What follows belongs to an exercise in optimizing a design on an open flow for small area, a short achievable clock period and few clock cycles per item; a production flow would make more cautious choices. RTL that was checked went through simulation tests only; none was proved equivalent to the original. For run 2, only the layout was checked, not whether the RTL still works.

==> flow/design.v, too long to show whole: its modules and the start of the top module <==
// module strassen_mul_pipe: 3146 lines
// module strassen_seq_mac: 85 lines
module strassen_seq_mac #(
  parameter int WIDTH   = 16,
  parameter int MUL_LAT = 2
) (
  input  logic                       clk,
  input  logic                       rst_n,
  input  logic                       in_valid,
  output logic                       in_ready,
  input  logic [4*WIDTH-1:0]         a_i,
  input  logic [4*WIDTH-1:0]         b_i,
  output logic                       out_valid,
  input  logic                       out_ready,
  output logic [4*(2*WIDTH+1)-1:0]   c_o,
  output logic                       busy
);
  // ...
==> flow/flow/run.sh <==
#!/bin/bash
# Own layout flow: the standard synthesis, then an inverter clean-up of the
# synthesized netlist (polfix.py: full adders take whichever polarity needs the
# fewest inverters), then the standard layout steps from floorplan to finish.
# flow/extra.txt lists extra make variables, one per line: a setup margin
# (ns) that asks ORFS's timing repair to aim below the design's period, and
# the cell buffer_ports uses for the port buffers.
set -euo pipefail
W=$(pwd)
R=$W/orfs/results/${FLOW_PLATFORM}/strassen_seq_mac/base
EXTRA=()
if [[ -f flow/extra.txt ]]; then
  while read -r kv; do [[ -n "$kv" ]] && EXTRA+=("$kv"); done < flow/extra.txt
fi
bash standard.sh synth > "$W/synth.log" 2>&1
cp "$R/1_2_yosys.v" "$W/synth_netlist.v"
LIB=$(ls "$FLOW_HOME/platforms/$FLOW_PLATFORM/lib/"*tt_025C_1v80.lib | head -1)
python3 flow/polfix.py "$W/synth_netlist.v" "$W/polfix_netlist.v" "$LIB" > "$W/polfix.log" 2>&1
cp "$W/polfix_netlist.v" "$R/1_2_yosys.v"
rm -f "$R/1_synth.odb" "$R/1_synth.sdc"
bash standard.sh "${EXTRA[@]}" finish > "$W/layout.log" 2>&1
test -f "$W/out/final.def"
==> flow/flow/extra.txt <==
SETUP_SLACK_MARGIN=7.1
BUFFER_PORTS_ARGS=-buffer_cell sky130_fd_sc_hd__buf_1
==> flow/standard.sh <==
#!/bin/bash
# synth_recipe.tcl (not shown) runs the flow's synth.tcl, then flattens the netlist and writes it again
# the make line also repeats each setting of config.mk as NAME=value (left out here)
make -C /OpenROAD-flow-scripts/flow DESIGN_CONFIG=/design/flow/config.mk WORK_HOME=/design/flow/orfs CLKGATE_MAP_FILE= SYNTH_SCRIPT=/design/flow/synth_recipe.tcl "${@:-finish}"
==> flow/config.mk <==
export PLATFORM = sky130hd
export DESIGN_NAME = strassen_seq_mac
export DESIGN_NICKNAME = strassen_seq_mac
export VERILOG_FILES = /design/flow/design.v
export SDC_FILE = /design/flow/constraint.sdc
export NUM_CORES = 4
export LEC_CHECK = 0
export ABC_CLOCK_PERIOD_IN_PS = 4000
export CAP_MARGIN = 20
export CORE_MARGIN = 2
export CORE_UTILIZATION = 55
export CTS_CLUSTER_DIAMETER = 130
export CTS_CLUSTER_SIZE = 27
export PLACE_DENSITY = 0.65
export SLEW_MARGIN = 20
==> flow/constraint.sdc <==
create_clock -name core_clock -period 11.0 [get_ports {clk}]
set_input_delay 2.2000 -clock core_clock [delete_from_list [all_inputs] [get_ports {clk}]]
set_output_delay 2.2000 -clock core_clock [all_outputs]
set_load 0.01 [all_outputs]
Not shown: flow/flow/polfix.py
==> summary.md, run 1 <==
| Metric | Value |
|---|---|
| Status | `complete, no violations` |
| Met2 wire length | `111 mm` |
| Most frequent cells in the layout | `nand2_1, fa_1, edfxtp_1` |
| PortBufs | `266` |
| Hold Path Class | `reg -> reg` |
| Well Taps | `1903` |
| Fraction of area in multi-input gates | `60.9%` |
| Syn avg cell area | `12.3 sq um` |
| Reg-to-Reg End | `u_c21.r1388` |
| TritonCTS buffer count | `41` |
| CLK BUF | `66` |
| GRT Resource Usage Total | `33.9%` |
| Largest register FFs | `132` |
| Clock Path Buffers | `3` |
| Comb_multi_in | `5051` |
| R2R Path Start | `b_q[13]` |
| Final ANT Viol Nets | `0` |
| Max cap viols | `0` |
| Highest routed metal layer | `met5` |
| Vias/cell | `6.31` |
| CTS Hold Bufs | `0` |
| Yosys Warn Count | `2` |
| Setup TNS | `0 ps` |
| Crit path time final | `4070 ps` |
| Clock tree cell share of total cell area | `1.48%` |
| Reg clk slew, reported paths | `120 ps` |
| DR WL met3 | `35.7 mm` |
| Remaining DRCs | `0` |
| Initial antenna violation count | `10` |
| Post CTS Setup Buffer Count | `46` |
| Total gr overflow | `0` |
| Cells after synthesis | `6502` |
| Hold Path Origin | `sk_a_q[45]` |
| Final setup fails | `0` |
| PnR worst setup slack | `6930 ps` |
| Non-Clock Buffer Count | `586` |
| Crit-path cells | `buf_12, buf_12, nand2_1, fa_1, fa_2, fa_2, fa_1, fa_2, fa_2` |
| Worst relative slew slack | `14.7%` |
Testbench counts, summed over its fixed seeds: cycles 984, items 960.
==> run 2: changes to the inputs <==
--- a/flow/design.v
+++ b/flow/design.v
@@ -1217,126 +1217,126 @@
   logic s1205;
   logic c1206;
   logic s1207;
   logic c1208;
   logic s1209;
   logic c1210;
   logic s1211;
   logic c1212;
-  logic s1213;
-  logic c1214;
-  logic s1215;
-  logic c1216;
-  logic s1217;
-  logic c1218;
-  logic s1219;
-  logic c1220;
-  logic s1221;
-  logic c1222;
-  logic s1223;
-  logic c1224;
-  logic s1225;
-  logic c1226;
-  logic s1227;
-  logic c1228;
-  logic s1229;
-  logic c1230;
-  logic s1231;
-  logic c1232;
-  logic s1233;
-  logic c1234;
-  logic s1235;
-  logic c1236;
-  logic s1237;
-  logic c1238;
-  logic s1239;
-  logic c1240;
-  logic s1241;
-  logic c1242;
-  logic s1243;
-  logic c1244;
-  logic s1245;
-  logic c1246;
-  logic s1247;
-  logic c1248;
-  logic s1249;
-  logic c1250;
-  logic s1251;
-  logic c1252;
-  logic s1253;
-  logic c1254;
-  logic s1255;
-  logic c1256;
-  logic s1257;
-  logic c1258;
-  logic s1259;
-  logic c1260;
-  logic s1261;
-  logic c1262;
-  logic s1263;
-  logic c1264;
-  logic s1265;
-  logic c1266;
-  logic s1267;
-  logic c1268;
-  logic s1269;
-  logic c1270;
-  logic s1271;
-  logic c1272;
-  logic s1273;
-  logic c1274;
-  logic s1275;
-  logic c1276;
-  logic s1277;
-  logic c1278;
-  logic s1279;
-  logic c1280;
-  logic s1281;
-  logic c1282;
-  logic s1283;
-  logic c1284;
-  logic s1285;
-  logic c1286;
-  logic s1287;
-  logic c1288;
-  logic s1289;
-  logic c1290;
-  logic s1291;
-  logic c1292;
-  logic s1293;
-  logic c1294;
-  logic s1295;
-  logic c1296;
-  logic s1297;
-  logic c1298;
-  logic s1299;
-  logic c1300;
-  logic s1301;
-  logic c1302;
-  logic s1303;
-  logic c1304;
-  logic s1305;
-  logic c1306;
-  logic s1307;
-  logic c1308;
-  logic s1309;
-  logic c1310;
-  logic s1311;
-  logic c1312;
-  logic s1313;
-  logic c1314;
-  logic s1315;
-  logic c1316;
-  logic s1317;
-  logic c1318;
-  logic s1319;
-  logic c1320;
-  logic s1321;
-  logic c1322;
+  logic r1213;
+  logic r1214;
+  logic r1215;
+  logic r1216;
+  logic r1217;
+  logic r1218;
+  logic r1219;
+  logic r1220;
+  logic r1221;
+  logic r1222;
+  logic r1223;
+  logic r1224;
+  logic r1225;
+  logic r1226;
+  logic r1227;
+  logic r1228;
+  logic r1229;
+  logic r1230;
+  logic r1231;
+  logic r1232;
+  logic r1233;
+  logic r1234;
+  logic r1235;
+  logic r1236;
+  logic r1237;
+  logic r1238;
+  logic r1239;
+  logic r1240;
+  logic r1241;
+  logic r1242;
+  logic r1243;
+  logic r1244;
+  logic r1245;
+  logic r1246;
+  logic r1247;
+  logic r1248;
+  logic r1249;
+  logic r1250;
+  logic r1251;
+  logic r1252;
+  logic r1253;
+  logic r1254;
+  logic r1255;
+  logic r1256;
+  logic r1257;
+  logic r1258;
+  logic r1259;
+  logic r1260;
+  logic r1261;
+  logic r1262;
+  logic r1263;
+  logic r1264;
+  logic r1265;
+  logic r1266;
+  logic r1267;
+  logic r1268;
+  logic r1269;
+  logic r1270;
+  logic r1271;
+  logic r1272;
+  logic r1273;
+  logic r1274;
+  logic r1275;
+  logic r1276;
+  logic r1277;
+  logic r1278;
+  logic r1279;
+  logic r1280;
+  logic r1281;
+  logic r1282;
+  logic r1283;
+  logic r1284;
+  logic r1285;
+  logic r1286;
+  logic r1287;
+  logic r1288;
+  logic r1289;
+  logic r1290;
+  logic r1291;
+  logic r1292;
+  logic r1293;
+  logic r1294;
+  logic r1295;
+  logic r1296;
+  logic r1297;
+  logic r1298;
+  logic r1299;
+  logic r1300;
+  logic r1301;
+  logic r1302;
+  logic r1303;
+  logic r1304;
+  logic r1305;
+  logic r1306;
+  logic r1307;
+  logic r1308;
+  logic r1309;
+  logic r1310;
+  logic r1311;
+  logic r1312;
+  logic r1313;
+  logic r1314;
+  logic r1315;
+  logic r1316;
+  logic r1317;
+  logic r1318;
+  logic r1319;
+  logic r1320;
+  logic r1321;
+  logic r1322;
   logic r1323;
   logic r1324;
   logic r1325;
   logic r1326;
   logic r1327;
   logic r1328;
   logic r1329;
   logic r1330;
@@ -1393,72 +1393,72 @@
   logic r1381;
   logic r1382;
   logic r1383;
   logic r1384;
   logic r1385;
   logic r1386;
   logic r1387;
   logic r1388;
-  logic r1389;
-  logic r1390;
-  logic r1391;
-  logic r1392;
-  logic r1393;
-  logic r1394;
-  logic r1395;
-  logic r1396;
-  logic r1397;
-  logic r1398;
-  logic r1399;
-  logic r1400;
-  logic r1401;
-  logic r1402;
-  logic r1403;
-  logic r1404;
-  logic r1405;
-  logic r1406;
-  logic r1407;
-  logic r1408;
-  logic r1409;
-  logic r1410;
-  logic r1411;
-  logic r1412;
-  logic r1413;
-  logic r1414;
-  logic r1415;
-  logic r1416;
-  logic r1417;
-  logic r1418;
-  logic r1419;
-  logic r1420;
-  logic r1421;
-  logic r1422;
-  logic r1423;
-  logic r1424;
-  logic r1425;
-  logic r1426;
-  logic r1427;
-  logic r1428;
-  logic r1429;
-  logic r1430;
-  logic r1431;
-  logic r1432;
-  logic r1433;
-  logic r1434;
-  logic r1435;
-  logic r1436;
-  logic r1437;
-  logic r1438;
-  logic r1439;
-  logic r1440;
-  logic r1441;
-  logic r1442;
-  logic r1443;
-  logic r1444;
+  logic s1389;
+  logic c1390;
+  logic s1391;
+  logic c1392;
+  logic s1393;
+  logic c1394;
+  logic s1395;
+  logic c1396;
+  logic s1397;
+  logic c1398;
+  logic s1399;
+  logic c1400;
+  logic s1401;
+  logic c1402;
+  logic s1403;
+  logic c1404;
+  logic s1405;
+  logic c1406;
+  logic s1407;
+  logic c1408;
+  logic s1409;
+  logic c1410;
+  logic s1411;
+  logic c1412;
+  logic s1413;
+  logic c1414;
+  logic s1415;
+  logic c1416;
+  logic s1417;
+  logic c1418;
+  logic s1419;
+  logic c1420;
+  logic s1421;
+  logic c1422;
+  logic s1423;
+  logic c1424;
+  logic s1425;
+  logic c1426;
+  logic s1427;
+  logic c1428;
+  logic s1429;
+  logic c1430;
+  logic s1431;
+  logic c1432;
+  logic s1433;
+  logic c1434;
+  logic s1435;
+  logic c1436;
+  logic s1437;
+  logic c1438;
+  logic s1439;
+  logic c1440;
+  logic s1441;
+  logic c1442;
+  logic s1443;
+  logic c1444;
   logic s1445;
   logic c1446;
   logic s1447;
   logic c1448;
   logic s1449;
   logic c1450;
   logic s1451;
   logic c1452;
@@ -1569,16 +1569,70 @@
   logic s1557;
   logic c1558;
   logic s1559;
   logic c1560;
   logic s1561;
   logic c1562;
   logic s1563;
   logic c1564;
+  logic s1565;
+  logic c1566;
+  logic s1567;
+  logic c1568;
+  logic s1569;
+  logic c1570;
+  logic s1571;
+  logic c1572;
+  logic s1573;
+  logic c1574;
+  logic s1575;
+  logic c1576;
+  logic s1577;
+  logic c1578;
+  logic s1579;
+  logic c1580;
+  logic s1581;
+  logic c1582;
+  logic s1583;
+  logic c1584;
+  logic s1585;
+  logic c1586;
+  logic s1587;
+  logic c1588;
+  logic s1589;
+  logic c1590;
+  logic s1591;
+  logic c1592;
+  logic s1593;
+  logic c1594;
+  logic s1595;
+  logic c1596;
+  logic s1597;
+  logic c1598;
+  logic s1599;
+  logic c1600;
+  logic s1601;
+  logic c1602;
+  logic s1603;
+  logic c1604;
+  logic s1605;
+  logic c1606;
+  logic s1607;
+  logic c1608;
+  logic s1609;
+  logic c1610;
+  logic s1611;
+  logic c1612;
+  logic s1613;
+  logic c1614;
+  logic s1615;
+  logic c1616;
+  logic s1617;
+  logic c1618;
   assign p1 = ~(a[0] & b[0]);
   assign p2 = ~(a[0] & b[1]);
   assign p3 = ~(a[0] & b[2]);
   assign p4 = ~(a[0] & b[3]);
   assign p5 = ~(a[0] & b[4]);
   assign p6 = ~(a[0] & b[5]);
   assign p7 = ~(a[0] & b[6]);
   assign p8 = ~(a[0] & b[7]);
@@ -2781,375 +2835,429 @@
   assign s1205 = p494 ^ p509 ^ c1058;
   assign c1206 = (p494 & p509) | (p494 & c1058) | (p509 & c1058);
   assign s1207 = c1060 ^ c1062 ^ s1063;
   assign c1208 = (c1060 & c1062) | (c1060 & s1063) | (c1062 & s1063);
   assign s1209 = p224 ^ p239 ^ p254;
   assign c1210 = (p224 & p239) | (p224 & p254) | (p239 & p254);
   assign s1211 = p480 ^ p495 ^ p510;
   assign c1212 = (p480 & p495) | (p480 & p510) | (p495 & p510);
-  assign s1213 = p3 ^ p18 ^ p33;
-  assign c1214 = (p3 & p18) | (p3 & p33) | (p18 & p33);
-  assign s1215 = p49 ^ p260 ^ p275;
-  assign c1216 = (p49 & p260) | (p49 & p275) | (p260 & p275);
-  assign s1217 = ~(p290 ^ p305);
-  assign c1218 = p290 | p305;
-  assign s1219 = p306 ^ p321 ^ s893;
-  assign c1220 = (p306 & p321) | (p306 & s893) | (p321 & s893);
-  assign s1221 = c1066 ^ s1067 ^ s1069;
-  assign c1222 = (c1066 & s1067) | (c1066 & s1069) | (s1067 & s1069);
-  assign s1223 = s897 ^ c1068 ^ c1070;
-  assign c1224 = (s897 & c1068) | (s897 & c1070) | (c1068 & c1070);
-  assign s1225 = s1071 ^ s1073 ^ s1075;
-  assign c1226 = (s1071 & s1073) | (s1071 & s1075) | (s1073 & s1075);
-  assign s1227 = c1072 ^ c1074 ^ c1076;
-  assign c1228 = (c1072 & c1074) | (c1072 & c1076) | (c1074 & c1076);
-  assign s1229 = s1077 ^ s1079 ^ s1081;
-  assign c1230 = (s1077 & s1079) | (s1077 & s1081) | (s1079 & s1081);
-  assign s1231 = c1078 ^ c1080 ^ c1082;
-  assign c1232 = (c1078 & c1080) | (c1078 & c1082) | (c1080 & c1082);
-  assign s1233 = s1083 ^ s1085 ^ s1087;
-  assign c1234 = (s1083 & s1085) | (s1083 & s1087) | (s1085 & s1087);
-  assign s1235 = c1084 ^ c1086 ^ c1088;
-  assign c1236 = (c1084 & c1086) | (c1084 & c1088) | (c1086 & c1088);
-  assign s1237 = s1089 ^ s1091 ^ s1093;
-  assign c1238 = (s1089 & s1091) | (s1089 & s1093) | (s1091 & s1093);
-  assign s1239 = c1090 ^ c1092 ^ c1094;
-  assign c1240 = (c1090 & c1092) | (c1090 & c1094) | (c1092 & c1094);
-  assign s1241 = s1095 ^ s1097 ^ s1099;
-  assign c1242 = (s1095 & s1097) | (s1095 & s1099) | (s1097 & s1099);
-  assign s1243 = c1096 ^ c1098 ^ c1100;
-  assign c1244 = (c1096 & c1098) | (c1096 & c1100) | (c1098 & c1100);
-  assign s1245 = s1101 ^ s1103 ^ s1105;
-  assign c1246 = (s1101 & s1103) | (s1101 & s1105) | (s1103 & s1105);
-  assign s1247 = c1102 ^ c1104 ^ c1106;
-  assign c1248 = (c1102 & c1104) | (c1102 & c1106) | (c1104 & c1106);
-  assign s1249 = s1107 ^ s1109 ^ s1111;
-  assign c1250 = (s1107 & s1109) | (s1107 & s1111) | (s1109 & s1111);
-  assign s1251 = c1108 ^ c1110 ^ c1112;
-  assign c1252 = (c1108 & c1110) | (c1108 & c1112) | (c1110 & c1112);
-  assign s1253 = s1113 ^ s1115 ^ s1117;
-  assign c1254 = (s1113 & s1115) | (s1113 & s1117) | (s1115 & s1117);
-  assign s1255 = c1114 ^ c1116 ^ c1118;
-  assign c1256 = (c1114 & c1116) | (c1114 & c1118) | (c1116 & c1118);
-  assign s1257 = s1119 ^ s1121 ^ s1123;
-  assign c1258 = (s1119 & s1121) | (s1119 & s1123) | (s1121 & s1123);
-  assign s1259 = c1120 ^ c1122 ^ c1124;
-  assign c1260 = (c1120 & c1122) | (c1120 & c1124) | (c1122 & c1124);
-  assign s1261 = s1125 ^ s1127 ^ s1129;
-  assign c1262 = (s1125 & s1127) | (s1125 & s1129) | (s1127 & s1129);
-  assign s1263 = c1126 ^ c1128 ^ c1130;
-  assign c1264 = (c1126 & c1128) | (c1126 & c1130) | (c1128 & c1130);
-  assign s1265 = s1131 ^ s1133 ^ s1135;
-  assign c1266 = (s1131 & s1133) | (s1131 & s1135) | (s1133 & s1135);
-  assign s1267 = c1132 ^ c1134 ^ c1136;
-  assign c1268 = (c1132 & c1134) | (c1132 & c1136) | (c1134 & c1136);
-  assign s1269 = s1137 ^ s1139 ^ s1141;
-  assign c1270 = (s1137 & s1139) | (s1137 & s1141) | (s1139 & s1141);
-  assign s1271 = c1138 ^ c1140 ^ c1142;
-  assign c1272 = (c1138 & c1140) | (c1138 & c1142) | (c1140 & c1142);
-  assign s1273 = s1143 ^ s1145 ^ s1147;
-  assign c1274 = (s1143 & s1145) | (s1143 & s1147) | (s1145 & s1147);
-  assign s1275 = c1144 ^ c1146 ^ c1148;
-  assign c1276 = (c1144 & c1146) | (c1144 & c1148) | (c1146 & c1148);
-  assign s1277 = s1149 ^ s1151 ^ s1153;
-  assign c1278 = (s1149 & s1151) | (s1149 & s1153) | (s1151 & s1153);
-  assign s1279 = c1150 ^ c1152 ^ c1154;
-  assign c1280 = (c1150 & c1152) | (c1150 & c1154) | (c1152 & c1154);
-  assign s1281 = s1155 ^ s1157 ^ s1159;
-  assign c1282 = (s1155 & s1157) | (s1155 & s1159) | (s1157 & s1159);
-  assign s1283 = c1156 ^ c1158 ^ c1160;
-  assign c1284 = (c1156 & c1158) | (c1156 & c1160) | (c1158 & c1160);
-  assign s1285 = s1161 ^ s1163 ^ s1165;
-  assign c1286 = (s1161 & s1163) | (s1161 & s1165) | (s1163 & s1165);
-  assign s1287 = c1162 ^ c1164 ^ c1166;
-  assign c1288 = (c1162 & c1164) | (c1162 & c1166) | (c1164 & c1166);
-  assign s1289 = s1167 ^ s1169 ^ s1171;
-  assign c1290 = (s1167 & s1169) | (s1167 & s1171) | (s1169 & s1171);
-  assign s1291 = c1168 ^ c1170 ^ c1172;
-  assign c1292 = (c1168 & c1170) | (c1168 & c1172) | (c1170 & c1172);
-  assign s1293 = s1173 ^ s1175 ^ s1177;
-  assign c1294 = (s1173 & s1175) | (s1173 & s1177) | (s1175 & s1177);
-  assign s1295 = c1174 ^ c1176 ^ c1178;
-  assign c1296 = (c1174 & c1176) | (c1174 & c1178) | (c1176 & c1178);
-  assign s1297 = s1179 ^ s1181 ^ s1183;
-  assign c1298 = (s1179 & s1181) | (s1179 & s1183) | (s1181 & s1183);
-  assign s1299 = c1180 ^ c1182 ^ c1184;
-  assign c1300 = (c1180 & c1182) | (c1180 & c1184) | (c1182 & c1184);
-  assign s1301 = s1185 ^ s1187 ^ s1189;
-  assign c1302 = (s1185 & s1187) | (s1185 & s1189) | (s1187 & s1189);
-  assign s1303 = c1186 ^ c1188 ^ c1190;
-  assign c1304 = (c1186 & c1188) | (c1186 & c1190) | (c1188 & c1190);
-  assign s1305 = s1191 ^ s1193 ^ s1195;
-  assign c1306 = (s1191 & s1193) | (s1191 & s1195) | (s1193 & s1195);
-  assign s1307 = c1192 ^ c1194 ^ c1196;
-  assign c1308 = (c1192 & c1194) | (c1192 & c1196) | (c1194 & c1196);
-  assign s1309 = s1197 ^ s1199 ^ s1201;
-  assign c1310 = (s1197 & s1199) | (s1197 & s1201) | (s1199 & s1201);
-  assign s1311 = c1198 ^ c1200 ^ c1202;
-  assign c1312 = (c1198 & c1200) | (c1198 & c1202) | (c1200 & c1202);
-  assign s1313 = s1203 ^ s1205 ^ s1207;
-  assign c1314 = (s1203 & s1205) | (s1203 & s1207) | (s1205 & s1207);
-  assign s1315 = c1064 ^ c1204 ^ c1206;
-  assign c1316 = (c1064 & c1204) | (c1064 & c1206) | (c1204 & c1206);
-  assign s1317 = c1208 ^ s1209 ^ s1211;
-  assign c1318 = (c1208 & s1209) | (c1208 & s1211) | (s1209 & s1211);
-  assign s1319 = p240 ^ p255 ^ p496;
-  assign c1320 = (p240 & p255) | (p240 & p496) | (p255 & p496);
-  assign s1321 = p511 ^ c1210 ^ c1212;
-  assign c1322 = (p511 & c1210) | (p511 & c1212) | (c1210 & c1212);
-  assign s1445 = ~(r1325 ^ r1326);
-  assign c1446 = r1325 | r1326;
-  assign s1447 = r1329 ^ r1330 ^ r1331;
-  assign c1448 = (r1329 & r1330) | (r1329 & r1331) | (r1330 & r1331);
-  assign s1449 = r1333 ^ r1334 ^ r1335;
-  assign c1450 = (r1333 & r1334) | (r1333 & r1335) | (r1334 & r1335);
-  assign s1451 = r1337 ^ r1338 ^ r1339;
-  assign c1452 = (r1337 & r1338) | (r1337 & r1339) | (r1338 & r1339);
-  assign s1453 = r1341 ^ r1342 ^ r1343;
-  assign c1454 = (r1341 & r1342) | (r1341 & r1343) | (r1342 & r1343);
-  assign s1455 = r1345 ^ r1346 ^ r1347;
-  assign c1456 = (r1345 & r1346) | (r1345 & r1347) | (r1346 & r1347);
-  assign s1457 = r1349 ^ r1350 ^ r1351;
-  assign c1458 = (r1349 & r1350) | (r1349 & r1351) | (r1350 & r1351);
-  assign s1459 = r1353 ^ r1354 ^ r1355;
-  assign c1460 = (r1353 & r1354) | (r1353 & r1355) | (r1354 & r1355);
-  assign s1461 = r1357 ^ r1358 ^ r1359;
-  assign c1462 = (r1357 & r1358) | (r1357 & r1359) | (r1358 & r1359);
-  assign s1463 = r1361 ^ r1362 ^ r1363;
-  assign c1464 = (r1361 & r1362) | (r1361 & r1363) | (r1362 & r1363);
-  assign s1465 = r1365 ^ r1366 ^ r1367;
-  assign c1466 = (r1365 & r1366) | (r1365 & r1367) | (r1366 & r1367);
-  assign s1467 = r1369 ^ r1370 ^ r1371;
-  assign c1468 = (r1369 & r1370) | (r1369 & r1371) | (r1370 & r1371);
-  assign s1469 = r1373 ^ r1374 ^ r1375;
-  assign c1470 = (r1373 & r1374) | (r1373 & r1375) | (r1374 & r1375);
-  assign s1471 = r1377 ^ r1378 ^ r1379;
-  assign c1472 = (r1377 & r1378) | (r1377 & r1379) | (r1378 & r1379);
-  assign s1473 = r1381 ^ r1382 ^ r1383;
-  assign c1474 = (r1381 & r1382) | (r1381 & r1383) | (r1382 & r1383);
-  assign s1475 = r1385 ^ r1386 ^ r1387;
-  assign c1476 = (r1385 & r1386) | (r1385 & r1387) | (r1386 & r1387);
-  assign s1477 = r1389 ^ r1390 ^ r1391;
-  assign c1478 = (r1389 & r1390) | (r1389 & r1391) | (r1390 & r1391);
-  assign s1479 = r1393 ^ r1394 ^ r1395;
-  assign c1480 = (r1393 & r1394) | (r1393 & r1395) | (r1394 & r1395);
-  assign s1481 = r1397 ^ r1398 ^ r1399;
-  assign c1482 = (r1397 & r1398) | (r1397 & r1399) | (r1398 & r1399);
-  assign s1483 = r1401 ^ r1402 ^ r1403;
-  assign c1484 = (r1401 & r1402) | (r1401 & r1403) | (r1402 & r1403);
-  assign s1485 = r1405 ^ r1406 ^ r1407;
-  assign c1486 = (r1405 & r1406) | (r1405 & r1407) | (r1406 & r1407);
-  assign s1487 = r1409 ^ r1410 ^ r1411;
-  assign c1488 = (r1409 & r1410) | (r1409 & r1411) | (r1410 & r1411);
-  assign s1489 = r1413 ^ r1414 ^ r1415;
-  assign c1490 = (r1413 & r1414) | (r1413 & r1415) | (r1414 & r1415);
-  assign s1491 = r1417 ^ r1418 ^ r1419;
-  assign c1492 = (r1417 & r1418) | (r1417 & r1419) | (r1418 & r1419);
-  assign s1493 = r1421 ^ r1422 ^ r1423;
-  assign c1494 = (r1421 & r1422) | (r1421 & r1423) | (r1422 & r1423);
-  assign s1495 = r1425 ^ r1426 ^ r1427;
-  assign c1496 = (r1425 & r1426) | (r1425 & r1427) | (r1426 & r1427);
-  assign s1497 = r1429 ^ r1430 ^ r1431;
-  assign c1498 = (r1429 & r1430) | (r1429 & r1431) | (r1430 & r1431);
-  assign s1499 = r1433 ^ r1434 ^ r1435;
-  assign c1500 = (r1433 & r1434) | (r1433 & r1435) | (r1434 & r1435);
-  assign s1501 = r1437 ^ r1438 ^ r1439;
-  assign c1502 = (r1437 & r1438) | (r1437 & r1439) | (r1438 & r1439);
-  assign s1503 = r1441 ^ r1442 ^ r1443;
-  assign c1504 = (r1441 & r1442) | (r1441 & r1443) | (r1442 & r1443);
-  assign s1505 = ~(r1327 ^ r1328);
-  assign c1506 = r1327 | r1328;
-  assign s1507 = r1332 ^ c1446 ^ s1447;
-  assign c1508 = (r1332 & c1446) | (r1332 & s1447) | (c1446 & s1447);
-  assign s1509 = r1336 ^ c1448 ^ s1449;
-  assign c1510 = (r1336 & c1448) | (r1336 & s1449) | (c1448 & s1449);
-  assign s1511 = r1340 ^ c1450 ^ s1451;
-  assign c1512 = (r1340 & c1450) | (r1340 & s1451) | (c1450 & s1451);
-  assign s1513 = r1344 ^ c1452 ^ s1453;
-  assign c1514 = (r1344 & c1452) | (r1344 & s1453) | (c1452 & s1453);
-  assign s1515 = r1348 ^ c1454 ^ s1455;
-  assign c1516 = (r1348 & c1454) | (r1348 & s1455) | (c1454 & s1455);
-  assign s1517 = r1352 ^ c1456 ^ s1457;
-  assign c1518 = (r1352 & c1456) | (r1352 & s1457) | (c1456 & s1457);
-  assign s1519 = r1356 ^ c1458 ^ s1459;
-  assign c1520 = (r1356 & c1458) | (r1356 & s1459) | (c1458 & s1459);
-  assign s1521 = r1360 ^ c1460 ^ s1461;
-  assign c1522 = (r1360 & c1460) | (r1360 & s1461) | (c1460 & s1461);
-  assign s1523 = r1364 ^ c1462 ^ s1463;
-  assign c1524 = (r1364 & c1462) | (r1364 & s1463) | (c1462 & s1463);
-  assign s1525 = r1368 ^ c1464 ^ s1465;
-  assign c1526 = (r1368 & c1464) | (r1368 & s1465) | (c1464 & s1465);
-  assign s1527 = r1372 ^ c1466 ^ s1467;
-  assign c1528 = (r1372 & c1466) | (r1372 & s1467) | (c1466 & s1467);
-  assign s1529 = r1376 ^ c1468 ^ s1469;
-  assign c1530 = (r1376 & c1468) | (r1376 & s1469) | (c1468 & s1469);
-  assign s1531 = r1380 ^ c1470 ^ s1471;
-  assign c1532 = (r1380 & c1470) | (r1380 & s1471) | (c1470 & s1471);
-  assign s1533 = r1384 ^ c1472 ^ s1473;
-  assign c1534 = (r1384 & c1472) | (r1384 & s1473) | (c1472 & s1473);
-  assign s1535 = r1388 ^ c1474 ^ s1475;
-  assign c1536 = (r1388 & c1474) | (r1388 & s1475) | (c1474 & s1475);
-  assign s1537 = r1392 ^ c1476 ^ s1477;
-  assign c1538 = (r1392 & c1476) | (r1392 & s1477) | (c1476 & s1477);
-  assign s1539 = r1396 ^ c1478 ^ s1479;
-  assign c1540 = (r1396 & c1478) | (r1396 & s1479) | (c1478 & s1479);
-  assign s1541 = r1400 ^ c1480 ^ s1481;
-  assign c1542 = (r1400 & c1480) | (r1400 & s1481) | (c1480 & s1481);
-  assign s1543 = r1404 ^ c1482 ^ s1483;
-  assign c1544 = (r1404 & c1482) | (r1404 & s1483) | (c1482 & s1483);
-  assign s1545 = r1408 ^ c1484 ^ s1485;
-  assign c1546 = (r1408 & c1484) | (r1408 & s1485) | (c1484 & s1485);
-  assign s1547 = r1412 ^ c1486 ^ s1487;
-  assign c1548 = (r1412 & c1486) | (r1412 & s1487) | (c1486 & s1487);
-  assign s1549 = r1416 ^ c1488 ^ s1489;
-  assign c1550 = (r1416 & c1488) | (r1416 & s1489) | (c1488 & s1489);
-  assign s1551 = r1420 ^ c1490 ^ s1491;
-  assign c1552 = (r1420 & c1490) | (r1420 & s1491) | (c1490 & s1491);
-  assign s1553 = r1424 ^ c1492 ^ s1493;
-  assign c1554 = (r1424 & c1492) | (r1424 & s1493) | (c1492 & s1493);
-  assign s1555 = r1428 ^ c1494 ^ s1495;
-  assign c1556 = (r1428 & c1494) | (r1428 & s1495) | (c1494 & s1495);
-  assign s1557 = r1432 ^ c1496 ^ s1497;
-  assign c1558 = (r1432 & c1496) | (r1432 & s1497) | (c1496 & s1497);
-  assign s1559 = r1436 ^ c1498 ^ s1499;
-  assign c1560 = (r1436 & c1498) | (r1436 & s1499) | (c1498 & s1499);
-  assign s1561 = r1440 ^ c1500 ^ s1501;
-  assign c1562 = (r1440 & c1500) | (r1440 & s1501) | (c1500 & s1501);
-  assign s1563 = r1444 ^ c1502 ^ s1503;
-  assign c1564 = (r1444 & c1502) | (r1444 & s1503) | (c1502 & s1503);
+  assign s1389 = r1219 ^ r1220 ^ r1221;
+  assign c1390 = (r1219 & r1220) | (r1219 & r1221) | (r1220 & r1221);
+  assign s1391 = r1225 ^ r1226 ^ r1227;
+  assign c1392 = (r1225 & r1226) | (r1225 & r1227) | (r1226 & r1227);
+  assign s1393 = ~(r1228 ^ r1229);
+  assign c1394 = r1228 | r1229;
+  assign s1395 = r1231 ^ r1232 ^ r1233;
+  assign c1396 = (r1231 & r1232) | (r1231 & r1233) | (r1232 & r1233);
+  assign s1397 = r1234 ^ r1235 ^ r1236;
+  assign c1398 = (r1234 & r1235) | (r1234 & r1236) | (r1235 & r1236);
+  assign s1399 = r1237 ^ r1238 ^ r1239;
+  assign c1400 = (r1237 & r1238) | (r1237 & r1239) | (r1238 & r1239);
+  assign s1401 = r1240 ^ r1241 ^ r1242;
+  assign c1402 = (r1240 & r1241) | (r1240 & r1242) | (r1241 & r1242);
+  assign s1403 = r1243 ^ r1244 ^ r1245;
+  assign c1404 = (r1243 & r1244) | (r1243 & r1245) | (r1244 & r1245);
+  assign s1405 = r1246 ^ r1247 ^ r1248;
+  assign c1406 = (r1246 & r1247) | (r1246 & r1248) | (r1247 & r1248);
+  assign s1407 = r1249 ^ r1250 ^ r1251;
+  assign c1408 = (r1249 & r1250) | (r1249 & r1251) | (r1250 & r1251);
+  assign s1409 = r1252 ^ r1253 ^ r1254;
+  assign c1410 = (r1252 & r1253) | (r1252 & r1254) | (r1253 & r1254);
+  assign s1411 = r1255 ^ r1256 ^ r1257;
+  assign c1412 = (r1255 & r1256) | (r1255 & r1257) | (r1256 & r1257);
+  assign s1413 = r1258 ^ r1259 ^ r1260;
+  assign c1414 = (r1258 & r1259) | (r1258 & r1260) | (r1259 & r1260);
+  assign s1415 = r1261 ^ r1262 ^ r1263;
+  assign c1416 = (r1261 & r1262) | (r1261 & r1263) | (r1262 & r1263);
+  assign s1417 = r1264 ^ r1265 ^ r1266;
+  assign c1418 = (r1264 & r1265) | (r1264 & r1266) | (r1265 & r1266);
+  assign s1419 = r1267 ^ r1268 ^ r1269;
+  assign c1420 = (r1267 & r1268) | (r1267 & r1269) | (r1268 & r1269);
+  assign s1421 = r1270 ^ r1271 ^ r1272;
+  assign c1422 = (r1270 & r1271) | (r1270 & r1272) | (r1271 & r1272);
+  assign s1423 = r1273 ^ r1274 ^ r1275;
+  assign c1424 = (r1273 & r1274) | (r1273 & r1275) | (r1274 & r1275);
+  assign s1425 = r1276 ^ r1277 ^ r1278;
+  assign c1426 = (r1276 & r1277) | (r1276 & r1278) | (r1277 & r1278);
+  assign s1427 = r1279 ^ r1280 ^ r1281;
+  assign c1428 = (r1279 & r1280) | (r1279 & r1281) | (r1280 & r1281);
+  assign s1429 = r1282 ^ r1283 ^ r1284;
+  assign c1430 = (r1282 & r1283) | (r1282 & r1284) | (r1283 & r1284);
+  assign s1431 = r1285 ^ r1286 ^ r1287;
+  assign c1432 = (r1285 & r1286) | (r1285 & r1287) | (r1286 & r1287);
+  assign s1433 = r1288 ^ r1289 ^ r1290;
+  assign c1434 = (r1288 & r1289) | (r1288 & r1290) | (r1289 & r1290);
+  assign s1435 = r1291 ^ r1292 ^ r1293;
+  assign c1436 = (r1291 & r1292) | (r1291 & r1293) | (r1292 & r1293);
+  assign s1437 = r1294 ^ r1295 ^ r1296;
+  assign c1438 = (r1294 & r1295) | (r1294 & r1296) | (r1295 & r1296);
+  assign s1439 = r1297 ^ r1298 ^ r1299;
+  assign c1440 = (r1297 & r1298) | (r1297 & r1299) | (r1298 & r1299);
+  assign s1441 = r1300 ^ r1301 ^ r1302;
+  assign c1442 = (r1300 & r1301) | (r1300 & r1302) | (r1301 & r1302);
+  assign s1443 = r1303 ^ r1304 ^ r1305;
+  assign c1444 = (r1303 & r1304) | (r1303 & r1305) | (r1304 & r1305);
+  assign s1445 = r1306 ^ r1307 ^ r1308;
+  assign c1446 = (r1306 & r1307) | (r1306 & r1308) | (r1307 & r1308);
+  assign s1447 = r1309 ^ r1310 ^ r1311;
+  assign c1448 = (r1309 & r1310) | (r1309 & r1311) | (r1310 & r1311);
+  assign s1449 = r1312 ^ r1313 ^ r1314;
+  assign c1450 = (r1312 & r1313) | (r1312 & r1314) | (r1313 & r1314);
+  assign s1451 = r1315 ^ r1316 ^ r1317;
+  assign c1452 = (r1315 & r1316) | (r1315 & r1317) | (r1316 & r1317);
+  assign s1453 = r1318 ^ r1319 ^ r1320;
+  assign c1454 = (r1318 & r1319) | (r1318 & r1320) | (r1319 & r1320);
+  assign s1455 = r1321 ^ r1322 ^ r1323;
+  assign c1456 = (r1321 & r1322) | (r1321 & r1323) | (r1322 & r1323);
+  assign s1457 = r1324 ^ r1325 ^ r1326;
+  assign c1458 = (r1324 & r1325) | (r1324 & r1326) | (r1325 & r1326);
+  assign s1459 = r1327 ^ r1328 ^ r1329;
+  assign c1460 = (r1327 & r1328) | (r1327 & r1329) | (r1328 & r1329);
+  assign s1461 = r1330 ^ r1331 ^ r1332;
+  assign c1462 = (r1330 & r1331) | (r1330 & r1332) | (r1331 & r1332);
+  assign s1463 = r1333 ^ r1334 ^ r1335;
+  assign c1464 = (r1333 & r1334) | (r1333 & r1335) | (r1334 & r1335);
+  assign s1465 = r1336 ^ r1337 ^ r1338;
+  assign c1466 = (r1336 & r1337) | (r1336 & r1338) | (r1337 & r1338);
+  assign s1467 = r1339 ^ r1340 ^ r1341;
+  assign c1468 = (r1339 & r1340) | (r1339 & r1341) | (r1340 & r1341);
+  assign s1469 = r1342 ^ r1343 ^ r1344;
+  assign c1470 = (r1342 & r1343) | (r1342 & r1344) | (r1343 & r1344);
+  assign s1471 = r1345 ^ r1346 ^ r1347;
+  assign c1472 = (r1345 & r1346) | (r1345 & r1347) | (r1346 & r1347);
+  assign s1473 = r1348 ^ r1349 ^ r1350;
+  assign c1474 = (r1348 & r1349) | (r1348 & r1350) | (r1349 & r1350);
+  assign s1475 = r1351 ^ r1352 ^ r1353;
+  assign c1476 = (r1351 & r1352) | (r1351 & r1353) | (r1352 & r1353);
+  assign s1477 = r1354 ^ r1355 ^ r1356;
+  assign c1478 = (r1354 & r1355) | (r1354 & r1356) | (r1355 & r1356);
+  assign s1479 = r1357 ^ r1358 ^ r1359;
+  assign c1480 = (r1357 & r1358) | (r1357 & r1359) | (r1358 & r1359);
+  assign s1481 = r1360 ^ r1361 ^ r1362;
+  assign c1482 = (r1360 & r1361) | (r1360 & r1362) | (r1361 & r1362);
+  assign s1483 = r1363 ^ r1364 ^ r1365;
+  assign c1484 = (r1363 & r1364) | (r1363 & r1365) | (r1364 & r1365);
+  assign s1485 = r1366 ^ r1367 ^ r1368;
+  assign c1486 = (r1366 & r1367) | (r1366 & r1368) | (r1367 & r1368);
+  assign s1487 = r1369 ^ r1370 ^ r1371;
+  assign c1488 = (r1369 & r1370) | (r1369 & r1371) | (r1370 & r1371);
+  assign s1489 = r1372 ^ r1373 ^ r1374;
+  assign c1490 = (r1372 & r1373) | (r1372 & r1374) | (r1373 & r1374);
+  assign s1491 = r1375 ^ r1376 ^ r1377;
+  assign c1492 = (r1375 & r1376) | (r1375 & r1377) | (r1376 & r1377);
+  assign s1493 = r1378 ^ r1379 ^ r1380;
+  assign c1494 = (r1378 & r1379) | (r1378 & r1380) | (r1379 & r1380);
+  assign s1495 = r1381 ^ r1382 ^ r1383;
+  assign c1496 = (r1381 & r1382) | (r1381 & r1383) | (r1382 & r1383);
+  assign s1497 = r1384 ^ r1385 ^ r1386;
+  assign c1498 = (r1384 & r1385) | (r1384 & r1386) | (r1385 & r1386);
+  assign s1499 = ~(r1215 ^ r1216);
+  assign c1500 = r1215 | r1216;
+  assign s1501 = r1222 ^ r1223 ^ r1224;
+  assign c1502 = (r1222 & r1223) | (r1222 & r1224) | (r1223 & r1224);
+  assign s1503 = r1230 ^ c1390 ^ s1391;
+  assign c1504 = (r1230 & c1390) | (r1230 & s1391) | (c1390 & s1391);
+  assign s1505 = c1392 ^ c1394 ^ s1395;
+  assign c1506 = (c1392 & c1394) | (c1392 & s1395) | (c1394 & s1395);
+  assign s1507 = c1396 ^ c1398 ^ s1399;
+  assign c1508 = (c1396 & c1398) | (c1396 & s1399) | (c1398 & s1399);
+  assign s1509 = c1400 ^ c1402 ^ s1403;
+  assign c1510 = (c1400 & c1402) | (c1400 & s1403) | (c1402 & s1403);
+  assign s1511 = c1404 ^ c1406 ^ s1407;
+  assign c1512 = (c1404 & c1406) | (c1404 & s1407) | (c1406 & s1407);
+  assign s1513 = c1408 ^ c1410 ^ s1411;
+  assign c1514 = (c1408 & c1410) | (c1408 & s1411) | (c1410 & s1411);
+  assign s1515 = c1412 ^ c1414 ^ s1415;
+  assign c1516 = (c1412 & c1414) | (c1412 & s1415) | (c1414 & s1415);
+  assign s1517 = c1416 ^ c1418 ^ s1419;
+  assign c1518 = (c1416 & c1418) | (c1416 & s1419) | (c1418 & s1419);
+  assign s1519 = c1420 ^ c1422 ^ s1423;
+  assign c1520 = (c1420 & c1422) | (c1420 & s1423) | (c1422 & s1423);
+  assign s1521 = c1424 ^ c1426 ^ s1427;
+  assign c1522 = (c1424 & c1426) | (c1424 & s1427) | (c1426 & s1427);
+  assign s1523 = c1428 ^ c1430 ^ s1431;
+  assign c1524 = (c1428 & c1430) | (c1428 & s1431) | (c1430 & s1431);
+  assign s1525 = c1432 ^ c1434 ^ s1435;
+  assign c1526 = (c1432 & c1434) | (c1432 & s1435) | (c1434 & s1435);
+  assign s1527 = c1436 ^ c1438 ^ s1439;
+  assign c1528 = (c1436 & c1438) | (c1436 & s1439) | (c1438 & s1439);
+  assign s1529 = c1440 ^ c1442 ^ s1443;
+  assign c1530 = (c1440 & c1442) | (c1440 & s1443) | (c1442 & s1443);
+  assign s1531 = c1444 ^ c1446 ^ s1447;
+  assign c1532 = (c1444 & c1446) | (c1444 & s1447) | (c1446 & s1447);
+  assign s1533 = c1448 ^ c1450 ^ s1451;
+  assign c1534 = (c1448 & c1450) | (c1448 & s1451) | (c1450 & s1451);
+  assign s1535 = c1452 ^ c1454 ^ s1455;
+  assign c1536 = (c1452 & c1454) | (c1452 & s1455) | (c1454 & s1455);
+  assign s1537 = c1456 ^ c1458 ^ s1459;
+  assign c1538 = (c1456 & c1458) | (c1456 & s1459) | (c1458 & s1459);
+  assign s1539 = c1460 ^ c1462 ^ s1463;
+  assign c1540 = (c1460 & c1462) | (c1460 & s1463) | (c1462 & s1463);
+  assign s1541 = c1464 ^ c1466 ^ s1467;
+  assign c1542 = (c1464 & c1466) | (c1464 & s1467) | (c1466 & s1467);
+  assign s1543 = c1468 ^ c1470 ^ s1471;
+  assign c1544 = (c1468 & c1470) | (c1468 & s1471) | (c1470 & s1471);
+  assign s1545 = c1472 ^ c1474 ^ s1475;
+  assign c1546 = (c1472 & c1474) | (c1472 & s1475) | (c1474 & s1475);
+  assign s1547 = c1476 ^ c1478 ^ s1479;
+  assign c1548 = (c1476 & c1478) | (c1476 & s1479) | (c1478 & s1479);
+  assign s1549 = c1480 ^ c1482 ^ s1483;
+  assign c1550 = (c1480 & c1482) | (c1480 & s1483) | (c1482 & s1483);
+  assign s1551 = c1484 ^ c1486 ^ s1487;
+  assign c1552 = (c1484 & c1486) | (c1484 & s1487) | (c1486 & s1487);
+  assign s1553 = c1488 ^ c1490 ^ s1491;
+  assign c1554 = (c1488 & c1490) | (c1488 & s1491) | (c1490 & s1491);
+  assign s1555 = c1492 ^ c1494 ^ s1495;
+  assign c1556 = (c1492 & c1494) | (c1492 & s1495) | (c1494 & s1495);
+  assign s1557 = r1387 ^ r1388 ^ c1496;
+  assign c1558 = (r1387 & r1388) | (r1387 & c1496) | (r1388 & c1496);
+  assign s1559 = ~(r1217 ^ r1218);
+  assign c1560 = r1217 | r1218;
+  assign s1561 = s1389 ^ c1500 ^ s1501;
+  assign c1562 = (s1389 & c1500) | (s1389 & s1501) | (c1500 & s1501);
+  assign s1563 = s1393 ^ c1502 ^ s1503;
+  assign c1564 = (s1393 & c1502) | (s1393 & s1503) | (c1502 & s1503);
+  assign s1565 = s1397 ^ c1504 ^ s1505;
+  assign c1566 = (s1397 & c1504) | (s1397 & s1505) | (c1504 & s1505);
+  assign s1567 = s1401 ^ c1506 ^ s1507;
+  assign c1568 = (s1401 & c1506) | (s1401 & s1507) | (c1506 & s1507);
+  assign s1569 = s1405 ^ c1508 ^ s1509;
+  assign c1570 = (s1405 & c1508) | (s1405 & s1509) | (c1508 & s1509);
+  assign s1571 = s1409 ^ c1510 ^ s1511;
+  assign c1572 = (s1409 & c1510) | (s1409 & s1511) | (c1510 & s1511);
+  assign s1573 = s1413 ^ c1512 ^ s1513;
+  assign c1574 = (s1413 & c1512) | (s1413 & s1513) | (c1512 & s1513);
+  assign s1575 = s1417 ^ c1514 ^ s1515;
+  assign c1576 = (s1417 & c1514) | (s1417 & s1515) | (c1514 & s1515);
+  assign s1577 = s1421 ^ c1516 ^ s1517;
+  assign c1578 = (s1421 & c1516) | (s1421 & s1517) | (c1516 & s1517);
+  assign s1579 = s1425 ^ c1518 ^ s1519;
+  assign c1580 = (s1425 & c1518) | (s1425 & s1519) | (c1518 & s1519);
+  assign s1581 = s1429 ^ c1520 ^ s1521;
+  assign c1582 = (s1429 & c1520) | (s1429 & s1521) | (c1520 & s1521);
+  assign s1583 = s1433 ^ c1522 ^ s1523;
+  assign c1584 = (s1433 & c1522) | (s1433 & s1523) | (c1522 & s1523);
+  assign s1585 = s1437 ^ c1524 ^ s1525;
+  assign c1586 = (s1437 & c1524) | (s1437 & s1525) | (c1524 & s1525);
+  assign s1587 = s1441 ^ c1526 ^ s1527;
+  assign c1588 = (s1441 & c1526) | (s1441 & s1527) | (c1526 & s1527);
+  assign s1589 = s1445 ^ c1528 ^ s1529;
+  assign c1590 = (s1445 & c1528) | (s1445 & s1529) | (c1528 & s1529);
+  assign s1591 = s1449 ^ c1530 ^ s1531;
+  assign c1592 = (s1449 & c1530) | (s1449 & s1531) | (c1530 & s1531);
+  assign s1593 = s1453 ^ c1532 ^ s1533;
+  assign c1594 = (s1453 & c1532) | (s1453 & s1533) | (c1532 & s1533);
+  assign s1595 = s1457 ^ c1534 ^ s1535;
+  assign c1596 = (s1457 & c1534) | (s1457 & s1535) | (c1534 & s1535);
+  assign s1597 = s1461 ^ c1536 ^ s1537;
+  assign c1598 = (s1461 & c1536) | (s1461 & s1537) | (c1536 & s1537);
+  assign s1599 = s1465 ^ c1538 ^ s1539;
+  assign c1600 = (s1465 & c1538) | (s1465 & s1539) | (c1538 & s1539);
+  assign s1601 = s1469 ^ c1540 ^ s1541;
+  assign c1602 = (s1469 & c1540) | (s1469 & s1541) | (c1540 & s1541);
+  assign s1603 = s1473 ^ c1542 ^ s1543;
+  assign c1604 = (s1473 & c1542) | (s1473 & s1543) | (c1542 & s1543);
+  assign s1605 = s1477 ^ c1544 ^ s1545;
+  assign c1606 = (s1477 & c1544) | (s1477 & s1545) | (c1544 & s1545);
+  assign s1607 = s1481 ^ c1546 ^ s1547;
+  assign c1608 = (s1481 & c1546) | (s1481 & s1547) | (c1546 & s1547);
+  assign s1609 = s1485 ^ c1548 ^ s1549;
+  assign c1610 = (s1485 & c1548) | (s1485 & s1549) | (c1548 & s1549);
+  assign s1611 = s1489 ^ c1550 ^ s1551;
+  assign c1612 = (s1489 & c1550) | (s1489 & s1551) | (c1550 & s1551);
+  assign s1613 = s1493 ^ c1552 ^ s1553;
+  assign c1614 = (s1493 & c1552) | (s1493 & s1553) | (c1552 & s1553);
+  assign s1615 = s1497 ^ c1554 ^ s1555;
+  assign c1616 = (s1497 & c1554) | (s1497 & s1555) | (c1554 & s1555);
+  assign s1617 = c1498 ^ c1556 ^ s1557;
+  assign c1618 = (c1498 & c1556) | (c1498 & s1557) | (c1556 & s1557);
   always_ff @(posedge clk) begin
     if (en) begin
-      r1323 <= p1;
-      r1324 <= p257;
-      r1325 <= p2;
-      r1326 <= p17;
-      r1327 <= p258;
-      r1328 <= p273;
-      r1329 <= p259;
-      r1330 <= p274;
-      r1331 <= p289;
-      r1332 <= s1213;
-      r1333 <= s1065;
-      r1334 <= c1214;
-      r1335 <= s1215;
-      r1336 <= s1217;
-      r1337 <= c1216;
-      r1338 <= c1218;
-      r1339 <= s1219;
-      r1340 <= s1221;
-      r1341 <= c1220;
-      r1342 <= c1222;
-      r1343 <= s1223;
-      r1344 <= s1225;
-      r1345 <= c1224;
-      r1346 <= c1226;
-      r1347 <= s1227;
-      r1348 <= s1229;
-      r1349 <= c1228;
-      r1350 <= c1230;
-      r1351 <= s1231;
-      r1352 <= s1233;
-      r1353 <= c1232;
-      r1354 <= c1234;
-      r1355 <= s1235;
-      r1356 <= s1237;
-      r1357 <= c1236;
-      r1358 <= c1238;
-      r1359 <= s1239;
-      r1360 <= s1241;
-      r1361 <= c1240;
-      r1362 <= c1242;
-      r1363 <= s1243;
-      r1364 <= s1245;
-      r1365 <= c1244;
-      r1366 <= c1246;
-      r1367 <= s1247;
-      r1368 <= s1249;
-      r1369 <= c1248;
-      r1370 <= c1250;
-      r1371 <= s1251;
-      r1372 <= s1253;
-      r1373 <= c1252;
-      r1374 <= c1254;
-      r1375 <= s1255;
-      r1376 <= s1257;
-      r1377 <= c1256;
-      r1378 <= c1258;
-      r1379 <= s1259;
-      r1380 <= s1261;
-      r1381 <= c1260;
-      r1382 <= c1262;
-      r1383 <= s1263;
-      r1384 <= s1265;
-      r1385 <= c1264;
-      r1386 <= c1266;
-      r1387 <= s1267;
-      r1388 <= s1269;
-      r1389 <= c1268;
-      r1390 <= c1270;
-      r1391 <= s1271;
-      r1392 <= s1273;
-      r1393 <= c1272;
-      r1394 <= c1274;
-      r1395 <= s1275;
-      r1396 <= s1277;
-      r1397 <= c1276;
-      r1398 <= c1278;
-      r1399 <= s1279;
-      r1400 <= s1281;
-      r1401 <= c1280;
-      r1402 <= c1282;
-      r1403 <= s1283;
-      r1404 <= s1285;
-      r1405 <= c1284;
-      r1406 <= c1286;
-      r1407 <= s1287;
-      r1408 <= s1289;
-      r1409 <= c1288;
-      r1410 <= c1290;
-      r1411 <= s1291;
-      r1412 <= s1293;
-      r1413 <= c1292;
-      r1414 <= c1294;
-      r1415 <= s1295;
-      r1416 <= s1297;
-      r1417 <= c1296;
-      r1418 <= c1298;
-      r1419 <= s1299;
-      r1420 <= s1301;
-      r1421 <= c1300;
-      r1422 <= c1302;
-      r1423 <= s1303;
-      r1424 <= s1305;
-      r1425 <= c1304;
-      r1426 <= c1306;
-      r1427 <= s1307;
-      r1428 <= s1309;
-      r1429 <= c1308;
-      r1430 <= c1310;
-      r1431 <= s1311;
-      r1432 <= s1313;
-      r1433 <= c1312;
-      r1434 <= c1314;
-      r1435 <= s1315;
-      r1436 <= s1317;
-      r1437 <= c1316;
-      r1438 <= c1318;
-      r1439 <= s1319;
-      r1440 <= s1321;
-      r1441 <= p256;
-      r1442 <= p512;
-      r1443 <= c1320;
-      r1444 <= c1322;
+      r1213 <= p1;
+      r1214 <= p257;
+      r1215 <= p2;
+      r1216 <= p17;
+      r1217 <= p258;
+      r1218 <= p273;
+      r1219 <= p3;
+      r1220 <= p18;
+      r1221 <= p33;
+      r1222 <= p259;
+      r1223 <= p274;
+      r1224 <= p289;
+      r1225 <= p49;
+      r1226 <= p260;
+      r1227 <= p275;
+      r1228 <= p290;
+      r1229 <= p305;
+      r1230 <= s1065;
+      r1231 <= p306;
+      r1232 <= p321;
+      r1233 <= s893;
+      r1234 <= c1066;
+      r1235 <= s1067;
+      r1236 <= s1069;
+      r1237 <= s897;
+      r1238 <= c1068;
+      r1239 <= c1070;
+      r1240 <= s1071;
+      r1241 <= s1073;
+      r1242 <= s1075;
+      r1243 <= c1072;
+      r1244 <= c1074;
+      r1245 <= c1076;
+      r1246 <= s1077;
+      r1247 <= s1079;
+      r1248 <= s1081;
+      r1249 <= c1078;
+      r1250 <= c1080;
+      r1251 <= c1082;
+      r1252 <= s1083;
+      r1253 <= s1085;
+      r1254 <= s1087;
+      r1255 <= c1084;
+      r1256 <= c1086;
+      r1257 <= c1088;
+      r1258 <= s1089;
+      r1259 <= s1091;
+      r1260 <= s1093;
+      r1261 <= c1090;
+      r1262 <= c1092;
+      r1263 <= c1094;
+      r1264 <= s1095;
+      r1265 <= s1097;
+      r1266 <= s1099;
+      r1267 <= c1096;
+      r1268 <= c1098;
+      r1269 <= c1100;
+      r1270 <= s1101;
+      r1271 <= s1103;
+      r1272 <= s1105;
+      r1273 <= c1102;
+      r1274 <= c1104;
+      r1275 <= c1106;
+      r1276 <= s1107;
+      r1277 <= s1109;
+      r1278 <= s1111;
+      r1279 <= c1108;
+      r1280 <= c1110;
+      r1281 <= c1112;
+      r1282 <= s1113;
+      r1283 <= s1115;
+      r1284 <= s1117;
+      r1285 <= c1114;
+      r1286 <= c1116;
+      r1287 <= c1118;
+      r1288 <= s1119;
+      r1289 <= s1121;
+      r1290 <= s1123;
+      r1291 <= c1120;
+      r1292 <= c1122;
+      r1293 <= c1124;
+      r1294 <= s1125;
+      r1295 <= s1127;
+      r1296 <= s1129;
+      r1297 <= c1126;
+      r1298 <= c1128;
+      r1299 <= c1130;
+      r1300 <= s1131;
+      r1301 <= s1133;
+      r1302 <= s1135;
+      r1303 <= c1132;
+      r1304 <= c1134;
+      r1305 <= c1136;
+      r1306 <= s1137;
+      r1307 <= s1139;
+      r1308 <= s1141;
+      r1309 <= c1138;
+      r1310 <= c1140;
+      r1311 <= c1142;
+      r1312 <= s1143;
+      r1313 <= s1145;
+      r1314 <= s1147;
+      r1315 <= c1144;
+      r1316 <= c1146;
+      r1317 <= c1148;
+      r1318 <= s1149;
+      r1319 <= s1151;
+      r1320 <= s1153;
+      r1321 <= c1150;
+      r1322 <= c1152;
+      r1323 <= c1154;
+      r1324 <= s1155;
+      r1325 <= s1157;
+      r1326 <= s1159;
+      r1327 <= c1156;
+      r1328 <= c1158;
+      r1329 <= c1160;
+      r1330 <= s1161;
+      r1331 <= s1163;
+      r1332 <= s1165;
+      r1333 <= c1162;
+      r1334 <= c1164;
+      r1335 <= c1166;
+      r1336 <= s1167;
+      r1337 <= s1169;
+      r1338 <= s1171;
+      r1339 <= c1168;
+      r1340 <= c1170;
+      r1341 <= c1172;
+      r1342 <= s1173;
+      r1343 <= s1175;
+      r1344 <= s1177;
+      r1345 <= c1174;
+      r1346 <= c1176;
+      r1347 <= c1178;
+      r1348 <= s1179;
+      r1349 <= s1181;
+      r1350 <= s1183;
+      r1351 <= c1180;
+      r1352 <= c1182;
+      r1353 <= c1184;
+      r1354 <= s1185;
+      r1355 <= s1187;
+      r1356 <= s1189;
+      r1357 <= c1186;
+      r1358 <= c1188;
+      r1359 <= c1190;
+      r1360 <= s1191;
+      r1361 <= s1193;
+      r1362 <= s1195;
+      r1363 <= c1192;
+      r1364 <= c1194;
+      r1365 <= c1196;
+      r1366 <= s1197;
+      r1367 <= s1199;
+      r1368 <= s1201;
+      r1369 <= c1198;
+      r1370 <= c1200;
+      r1371 <= c1202;
+      r1372 <= s1203;
+      r1373 <= s1205;
+      r1374 <= s1207;
+      r1375 <= c1064;
+      r1376 <= c1204;
+      r1377 <= c1206;
+      r1378 <= c1208;
+      r1379 <= s1209;
+      r1380 <= s1211;
+      r1381 <= p240;
+      r1382 <= p255;
+      r1383 <= p496;
+      r1384 <= p511;
+      r1385 <= c1210;
+      r1386 <= c1212;
+      r1387 <= p256;
+      r1388 <= p512;
     end
   end
   logic [32:0] x, y;
-  assign x = {1'b0, ~c1504, ~c1562, ~c1560, ~c1558, ~c1556, ~c1554, ~c1552, ~c1550, ~c1548, ~c1546, ~c1544, ~c1542, ~c1540, ~c1538, ~c1536, ~c1534, ~c1532, ~c1530, ~c1528, ~c1526, ~c1524, ~c1522, ~c1520, ~c1518, ~c1516, ~c1514, ~c1512, ~c1510, ~c1508, ~c1506, ~s1445, ~r1323};
-  assign y = {1'b0, ~c1564, ~s1563, ~s1561, ~s1559, ~s1557, ~s1555, ~s1553, ~s1551, ~s1549, ~s1547, ~s1545, ~s1543, ~s1541, ~s1539, ~s1537, ~s1535, ~s1533, ~s1531, ~s1529, ~s1527, ~s1525, ~s1523, ~s1521, ~s1519, ~s1517, ~s1515, ~s1513, ~s1511, ~s1509, ~s1507, ~s1505, ~r1324};
+  assign x = {1'b0, ~c1558, ~c1616, ~c1614, ~c1612, ~c1610, ~c1608, ~c1606, ~c1604, ~c1602, ~c1600, ~c1598, ~c1596, ~c1594, ~c1592, ~c1590, ~c1588, ~c1586, ~c1584, ~c1582, ~c1580, ~c1578, ~c1576, ~c1574, ~c1572, ~c1570, ~c1568, ~c1566, ~c1564, ~c1562, ~c1560, ~s1499, ~r1213};
+  assign y = {1'b0, ~c1618, ~s1617, ~s1615, ~s1613, ~s1611, ~s1609, ~s1607, ~s1605, ~s1603, ~s1601, ~s1599, ~s1597, ~s1595, ~s1593, ~s1591, ~s1589, ~s1587, ~s1585, ~s1583, ~s1581, ~s1579, ~s1577, ~s1575, ~s1573, ~s1571, ~s1569, ~s1567, ~s1565, ~s1563, ~s1561, ~s1559, ~r1214};
   assign s = x + y;
 endmodule
 module strassen_seq_mac #(
   parameter int WIDTH   = 16,
   parameter int MUL_LAT = 2
 ) (
   input  logic                       clk,
   input  logic                       rst_n,
==> flow/flow/extra.txt (replaced) <==
SETUP_SLACK_MARGIN=7
BUFFER_PORTS_ARGS=-buffer_cell sky130_fd_sc_hd__buf_2
==> flow/config.mk (replaced) <==
export PLATFORM = sky130hd
export DESIGN_NAME = strassen_seq_mac
export DESIGN_NICKNAME = strassen_seq_mac
export VERILOG_FILES = /design/flow/design.v
export SDC_FILE = /design/flow/constraint.sdc
export NUM_CORES = 4
export LEC_CHECK = 0
export ABC_CLOCK_PERIOD_IN_PS = 4000
export CAP_MARGIN = 20
export CORE_MARGIN = 2
export CORE_UTILIZATION = 55
export CTS_CLUSTER_DIAMETER = 120
export CTS_CLUSTER_SIZE = 24
export PLACE_DENSITY = 0.65
export SLEW_MARGIN = 20
==> summary.md, run 2 <==
| Metric | Value |
|---|---|
| GRT Resource Usage Total | `32.4% (was 33.9%)` |
| Pin count of the biggest net entering global routing | `176 (was 172)` |
| Worst relative slew slack | `22.5% (was 14.7%)` |
| First DRT Iteration DRCs | `5874 (was 6323)` |
| Remaining DRCs | `0 (unchanged)` |
| Core area | `0.156 sq mm (was 0.144 sq mm)` |
| Hold Path Class | `reg -> reg (unchanged)` |
| Final hold vios | `0 (unchanged)` |
| CTS Hold Bufs | `0 (unchanged)` |
| Clock sink count | `1098 (was 882)` |
| Synthesized area | `0.0863 sq mm (was 0.0798 sq mm)` |
| Die Height | `400 microns (was 385 microns)` |
| Buffers and inverters on the worst path | `0 (was 2)` |
| Vias/cell | `6.22 (was 6.31)` |
| Syn avg cell area | `12.8 sq um (was 12.3 sq um)` |
| Final setup fails | `0 (unchanged)` |
| Site row count | `145 (was 139)` |
| Post-Syn Nets | `8716 (was 8498)` |
| Worst Clk Skew | `38.9 ps (was 29.9 ps)` |
| Largest register FFs | `132 (unchanged)` |
| Critical Path Source Type | `flop (unchanged)` |
| Area Growth Syn to Fin | `9.46% (was 10.2%)` |
| Most flops, register | `c_q (unchanged)` |
| Fmax achieved | `219 MHz (was 246 MHz)` |
| Commonest non-fill, non-tap cell in the layout | `nand2_1 (unchanged)` |
| Cells after synthesis | `6724 (was 6502)` |
| Pins Over Slew Limit | `0 (unchanged)` |
| Pre-antenna DRT Iters | `6 (was 8)` |
| Total gr overflow | `0 (unchanged)` |
| Final ANT Viol Nets | `0 (unchanged)` |
| Most frequent cells in the layout | `nand2_1, fa_1, edfxtp_1 (unchanged)` |
| Fin nets | `8880 (was 8713)` |
| Setup crit end kind | `flop (unchanged)` |
| Setup TNS | `0 ps (unchanged)` |
| Layout cells sized above 1 | `14.7% (was 10.2%)` |
| Crit path time final | `4570 ps (was 4070 ps)` |
| Yosys Warn Count | `2 (unchanged)` |
| Crit path kind | `reg -> reg (unchanged)` |
| Die width | `400 microns (was 385 microns)` |
| FF-to-FF path depth | `13 (was 9)` |
| TritonCTS buffer count | `54 (was 41)` |
| CTS Root Cell | `clkbuf_16 (unchanged)` |
| Cell count along the critical path | `13 (was 9)` |
| Slew @ Worst Pin | `1160 ps (was 1280 ps)` |
| Worst-path maximum fanout | `3 (was 4)` |
| Initial antenna violation count | `3 (was 10)` |
| Slowest stage delay, CP | `580 ps (about the same)` |
| Status | `complete, no violations (unchanged)` |
| Dpl hpwl | `159 mm (was 151 mm)` |
| Worst skew pair latency | `720 ps (was 700 ps)` |
| DRT Wirelength | `252 mm (was 247 mm)` |
| Crit-path cells | `fa_1, fa_1, fa_2, xor2_4, and2_4, and3_4, and2_4, a31oi_4, and2_4, o211ai_4, a221o_1, a311o_1, a311o_1 (was buf_12, buf_12, nand2_1, fa_1, fa_2, fa_2, fa_1, fa_2, fa_2)` |
| Count of boundary I/O pins | `267 (unchanged)` |
| Max cap viols | `0 (unchanged)` |
| Fill cell count | `12200 (was 11200)` |
| Die area | `0.160 sq mm (was 0.148 sq mm)` |
| Avg WL per Cell | `28.1 microns (was 28.5 microns)` |
| Number of global-route vias before repair | `61600 (was 60000)` |
| Initial Util | `55.3% (was 55.5%)` |
| Final design utilization | `60.5% (was 61.2%)` |
| PnR worst setup slack | `6430 ps (was 6930 ps)` |
| Largest delay share family, worst path | `adder cells (unchanged)` |
| Most used cell, CP | `and2_4 (was fa_2)` |
| WP data arrival | `5030 ps (was 4510 ps)` |
| CTS tree | `done (unchanged)` |
| Crit-path slowest cell | `fa_1 (was fa_2)` |
| CP Data Required Time | `11460 ps (was 11440 ps)` |
| First-pass GRT wire length | `378 mm (was 369 mm)` |
| Pre-CTS setup slack | `5610 ps (was 6170 ps)` |
| GPL Wtd Cong | `0.884 (was 0.874)` |
| Hold WS | `478 ps (was 480 ps)` |
| RSZ-0062 raised after global routing | `true (unchanged)` |
| Reg clk slew, reported paths | `100 ps (was 120 ps)` |
| Clock Path Buffers | `3 (unchanged)` |
| Maximum level of the CTS H-tree | `2 (unchanged)` |
| Hold path depth | `1 (unchanged)` |
| Period utilisation layout | `41.6% (was 37.0%)` |
| DR vias | `55900 (was 54700)` |
| PortBufs | `266 (unchanged)` |
-- run 2: cell types whose count changed in the layout (fill, tap and decap cells not counted), sizes merged, moves of 10 or more --
cell / before / now
edfxtp: 748 / 964
buf: 547 / 530
bufbuf: 18 / 0
xor2: 161 / 171
o21a: 19 / 9
a21oi: 113 / 127
nor2: 182 / 206
a21o: 57 / 68
and2: 119 / 108
o21bai: 21 / 11
-- run 2: what timing repair did --
action / CTS / global route
pin swaps: 117 / 122
resized for setup: 231 / 174
gates cloned: 2 / 0
buffers inserted: 70 / 51
setup endpoints to repair: 975 / 84
-- run 2: per-layer routing --
| metal | GRT usage, % | routed length (microns) | vias up |
|---|---|---|---|
| met5 | 0.0908 | 105 | - |
| met4 | 13.8 | 13000 | 6 |
| met3 | 10.1 | 32700 | 822 |
| met2 | 48.6 | 114000 | 3999 |
| met1 | 44.1 | 92300 | 29300 |
| li1 | - | - | 21700 |
-- run 2: path summary, 6_finish.rpt --
path         slack, ps        end        start
max               6430    c_q[65]  u_c12.r1267
min reg2reg        480  sk_a_q[7]    sk_a_q[7]
max reg2reg       6430    c_q[65]  u_c12.r1267
min                480  sk_a_q[7]    sk_a_q[7]
-- run 2: metrics by stage --
step           cell area, sq um  cells
2_1_floorplan             86300   6724
3_3_place_gp              89700   8766
3_5_place_dp              89700   8766
4_1_cts                   93100   8937
5_1_grt                   94400   8989
6_report                  94400   8993
-- run 2: worst register-to-register path, stage by stage, from the launching register on --
cell and delay [ps]:
edfxtp_1 420, fa_1 520, fa_1 580, fa_2 500, xor2_4 180, and2_4 150
and3_4 180, and2_4 160, a31oi_4 160, and2_4 230, o211ai_4 140, a221o_1 380
a311o_1 370, a311o_1 350
-- run 2: cell type report --
cell class / count / area (sq um) / share of cell area, %
Sequential cell: 1098 / 31600 / 33.5
Tap cell: 2058 / 2570 / 2.73
Clock inverter: 11 / 109 / 0.115
Timing Repair Buffer: 530 / 3470 / 3.68
Inverter: 155 / 586 / 0.620
Clock buffer: 88 / 1500 / 1.59
Antenna cell: 4 / 10.0 / 0.0106
Multi-Input combinational cell: 5047 / 54500 / 57.8
Timing Repair inverter: 2 / 10.0 / 0.0106

-- port drivers added, routing unchanged --
How much do the figures lean on ideal ports? The routed layouts below were timed once more, with nothing changed but the port constraints.
Step 1, drivers: a clkbuf_16 drives clk and a buf_2 each remaining input, both assumed.
Step 2, shift: input delay + t, output delay - t, t = (earliest + latest rising clock arrival at the registers) / 2. This alone moves slack from input paths to output paths.
a / b / c = ideal ports / drivers / drivers and shift; a / b = the first two.
run	shift t [ns]	setup slack, ns	worst register clock-pin slew, ns
run 1	0.761	6.928 / 6.928 / 6.522	0.12 / 0.12
run 2	0.793	6.427 / 6.427 / 6.396	0.11 / 0.11
After both steps every run listed still meets setup and hold. For run 1, which loses most, drivers alone change the setup slack by 0.000 ns; drivers and shift together by -0.406 ns.
